This is an optimization exercise on Yosys and OpenROAD, whose aim is small area, a short achievable clock period and few clock cycles per item, not a production implementation.

Design polar_decoder, start of the top module:
module polar_decoder
(
    input  wire                  clk,
    input  wire                  rst_n,
    input  wire                  module_en,
    input  wire  [192-1:0]  rdata,
    output logic [11-1:0]  raddr,
    output logic [6-1:0]  waddr,
    output logic [16-1:0]  wdata,
    output logic                 wen,
    output logic                 proc_done
);
clock: 10.0 ns
lec_check: 0
abc_area: 1
cap_margin: 20
core_margin: 2
core_utilization: 55
setup_slack_margin: 3.5
slew_margin: 20
tns_end_percent: 100
run.sh (not shown) runs the stock make flow with config.mk's settings and CLKGATE_MAP_FILE= SYNTH_SCRIPT=/design/flow/synth_recipe.tcl, a recipe that flattens the netlist after the stock synthesis.
==> next run, changes <==
--- a/flow/design.v
+++ b/flow/design.v
@@ -286,34 +286,40 @@
             for (int j = 1; j < 12; j++) begin
                 below[j] = below[j-1] | c[j-1];
             end
         end
         assign ch_sm[13*i +: 13] = {c[11], c ^ ({12{c[11]}} & below)};
     end
     for (genvar i = 0; i < 8; i++) begin : g_root
         logic [12:0] fa, fb, fv;
         logic [12:0] ga, gb;
         logic [12:0] sum, dif;
         logic        ge, eq;
-        logic [13:0] gv;
-        logic        gnz;
+        logic [13:0] gv0, gv1;
+        logic        gnz0, gnz1;
+        logic [13:0] xv0, xv1;
         assign fa = ch_sm[13*i +: 13];
         assign fb = ch_sm[13*(i+8) +: 13];
         pe_f #(.W(12)) u_f (.a(fa), .b(fb), .y(fv));
         assign ga = ch_b[13*i +: 13];
         assign gb = ch_b[13*(i+8) +: 13];
         pe_g_pre #(.W(12), .FAST(0)) u_p (.a(ga), .b(gb), .sum(sum), .dif(dif), .b_ge(ge), .eq(eq));
-        pe_g_sel #(.W(12)) u_s (.sa(ga[12]), .sb(gb[12]), .nza(|ga[11:0]), .nzb(|gb[11:0]),
-                                .sum(sum), .dif(dif), .b_ge(ge), .eq(eq), .t(left[i]),
-                                .y(gv), .nz(gnz));
-        assign x_d[XW*i +: XW] = llr_cycle ? {fv[12], 1'b0, fv[11:0]} : gv;
+        pe_g_sel #(.W(12)) u_s0 (.sa(ga[12]), .sb(gb[12]), .nza(|ga[11:0]), .nzb(|gb[11:0]),
+                                 .sum(sum), .dif(dif), .b_ge(ge), .eq(eq), .t(1'b0),
+                                 .y(gv0), .nz(gnz0));
+        pe_g_sel #(.W(12)) u_s1 (.sa(ga[12]), .sb(gb[12]), .nza(|ga[11:0]), .nzb(|gb[11:0]),
+                                 .sum(sum), .dif(dif), .b_ge(ge), .eq(eq), .t(1'b1),
+                                 .y(gv1), .nz(gnz1));
+        assign xv0 = llr_cycle ? {fv[12], 1'b0, fv[11:0]} : gv0;
+        assign xv1 = llr_cycle ? {fv[12], 1'b0, fv[11:0]} : gv1;
+        assign x_d[XW*i +: XW] = left[i] ? xv1 : xv0;
     end
     half_stage_a #(.W(13)) u_sa (
         .x    (x_a),
         .fr   (fr_a[3:0]),
         .u    (u_a),
         .ps   (ps_a),
         .gpre (gpre_a)
     );
     half_stage_b #(.W(13)) u_sb (
         .gpre (gpre_b),
         .psl  (psl_b),
After rerunning: The new run passed the timing, DRC and antenna checks. Wire length climbs by 4.4%. Core utilization drops by 0.51 points. Non-clock buffer count climbs by 24. Register-to-register slack stays flat. Die area climbs by 2.3%. Final area climbs by 1.9%. Synthesized area climbs by 2.3%. Hold slack gets better by 0.020 ns. Sequential share of layout area drops by 0.45 points. Synthesized cell count climbs by 2.7%.
No functional check of the RTL was part of any run of this note.

the reference run:
Another version of the RTL of polar_decoder (not shown whole).
For scale: roughly 8100 cells after synthesis, ~700 flip-flops, ~230 I/O pins, roughly 57000 um2 of cells after synthesis.
export LEC_CHECK = 0
export ABC_AREA = 1
export CAP_MARGIN = 20
export CORE_MARGIN = 2
export CORE_UTILIZATION = 55
export PLACE_DENSITY = 0.75
export SETUP_SLACK_MARGIN = 4.0
export SLEW_MARGIN = 20
export TNS_END_PERCENT = 100
create_clock -name core_clock -period 10.0 [get_ports {clk}]
Setup changes, the reference run to the trial run
diff --git a/flow/design.v b/flow/design.v
--- a/flow/design.v
+++ b/flow/design.v
@@ -90,15 +90,17 @@
         pfx_add #(.W(W+1)) u_d1 (.x({1'b0, b[W-1:0]}), .y(~{1'b0, a[W-1:0]}), .cin(1'b1), .s(d1));
     end else begin : g_slow
         assign sum = {1'b0, b[W-1:0]} + {1'b0, a[W-1:0]};
         assign d1  = {1'b0, b[W-1:0]} - {1'b0, a[W-1:0]};
     end
     always_comb begin
-        below[0] = 1'b0;
-        for (int j = 1; j <= W; j++) begin
-            below[j] = below[j-1] | d1[j-1];
+        below = {d1[W-1:0], 1'b0};
+        for (int d = 1; d <= W; d = d * 2) begin
+            for (int j = W; j >= d; j--) begin
+                below[j] = below[j] | below[j-d];
+            end
         end
     end
     assign b_ge = ~d1[W];
     assign dif  = d1 ^ ({(W+1){d1[W]}} & below);
     assign eq   = (a[W-1:0] == b[W-1:0]);
 endmodule
@@ -136,14 +138,14 @@
 );
     logic s0, s1;
     logic gt10, gt01;
     logic sum_neg;
     assign s0 = l0[W];
     assign s1 = l1[W];
+    mag_gt #(.W(W)) u_a (.a(l1[W-1:0]), .b(l0[W-1:0]), .gt(gt10));
     mag_gt #(.W(W)) u_b (.a(l0[W-1:0]), .b(l1[W-1:0]), .gt(gt01));
-    assign gt10 = ~gt01 & (l0[W-1:0] != l1[W-1:0]);
     assign sum_neg = gt10 ? s1 : (gt01 ? s0 : (s0 & s1 & nz0));
     assign u0 = !fr0 && nz0 && nz1 && (s0 ^ s1);
     assign u1 = !fr1 && (u0 ? s1 : sum_neg);
 endmodule
 module sc_quarter #(parameter int W = 13)
 (
@@ -278,15 +280,17 @@
     assign fr_a = a_right ? frozen_a[15:8] : frozen_a[7:0];
     for (genvar i = 0; i < 16; i++) begin : g_sm
         logic [11:0] c;
         logic [11:0] below;      
         assign c = rdata[12*i +: 12];
         always_comb begin
-            below[0] = 1'b0;
-            for (int j = 1; j < 12; j++) begin
-                below[j] = below[j-1] | c[j-1];
+            below = {c[10:0], 1'b0};
+            for (int d = 1; d < 12; d = d * 2) begin
+                for (int j = 11; j >= d; j--) begin
+                    below[j] = below[j] | below[j-d];
+                end
             end
         end
         assign ch_sm[13*i +: 13] = {c[11], c ^ ({12{c[11]}} & below)};
     end
     for (genvar i = 0; i < 8; i++) begin : g_root
         logic [12:0] fa, fb, fv;
[summary]
- Across the trial run and the reference run, the outcome is the same: a clean finish for every run.
- Changes observed in the trial run relative to the reference run: post-layout net count climbed 4.6%, sequential share of layout area has increased, mean area per synthesized cell lower.
- The final reports for the trial run and the reference run show cell total after placement higher in the former.
- Measured against each other, the trial run and the reference run differ in HPWL after detailed placement, the lower figure coming from the reference run.
- The trial run: final worst-path cycle share 6.7 points below the reference run
- When the trial run is measured against the reference run, its sequential cell area turns out 0.54% lower.
- End-of-flow core utilization is higher on the reference run
- Comparing the reference run with the trial run, the transition time at the pin with the least slew margin came out essentially unchanged.
- Minimum setup slack in the final design for the trial run is higher than for the reference run.
- Last weighted congestion value of the routability-driven placer went up by a few percent going from the reference run to the trial run.
- Number of cells on the worst reg-to-reg path: the trial run lower than the reference run
- Vias after detailed routing deteriorates in the trial run relative to the reference run.
Function was not checked in any run of this note: the RTL went through the layout flow alone.

==> port drivers added, routing unchanged <==
The flow's constraints put no driver on any port. The routed layouts listed below were extracted and timed again, unchanged, in two steps. Step 1 assumes that a clkbuf_16 drives the clock port and a buf_2 every other input. Step 2 also shifts input and output timing later by t, the mid clock arrival at the registers, as if the neighbouring blocks saw the same clock. a / b / c = ideal / step 1 / step 2; a / b = the first two.
run | shift t [ns] | slack for setup (ns) | worst setup path at the end | worst register clock-pin slew, ns | worst slew at a driven data input, ns
the first run of note 1 | 0.740 | 3.776 / 3.776 / 3.492 | input to register | 0.07 / 0.07 | 0.19
the second run of note 1 | 0.744 | 3.764 / 3.764 / 3.665 | input to register | 0.08 / 0.08 | 0.21
the reference run | 0.724 | 3.470 / 3.470 / 3.470 | register to register | 0.07 / 0.07 | 0.13
the trial run | 0.736 | 4.141 / 4.141 / 3.887 | input to register | 0.07 / 0.07 | 0.11
After both steps every run listed still meets setup and hold. The setup slack of the first run of note 1, which loses most, moves by 0.000 ns with the drivers and by -0.284 ns with both steps.
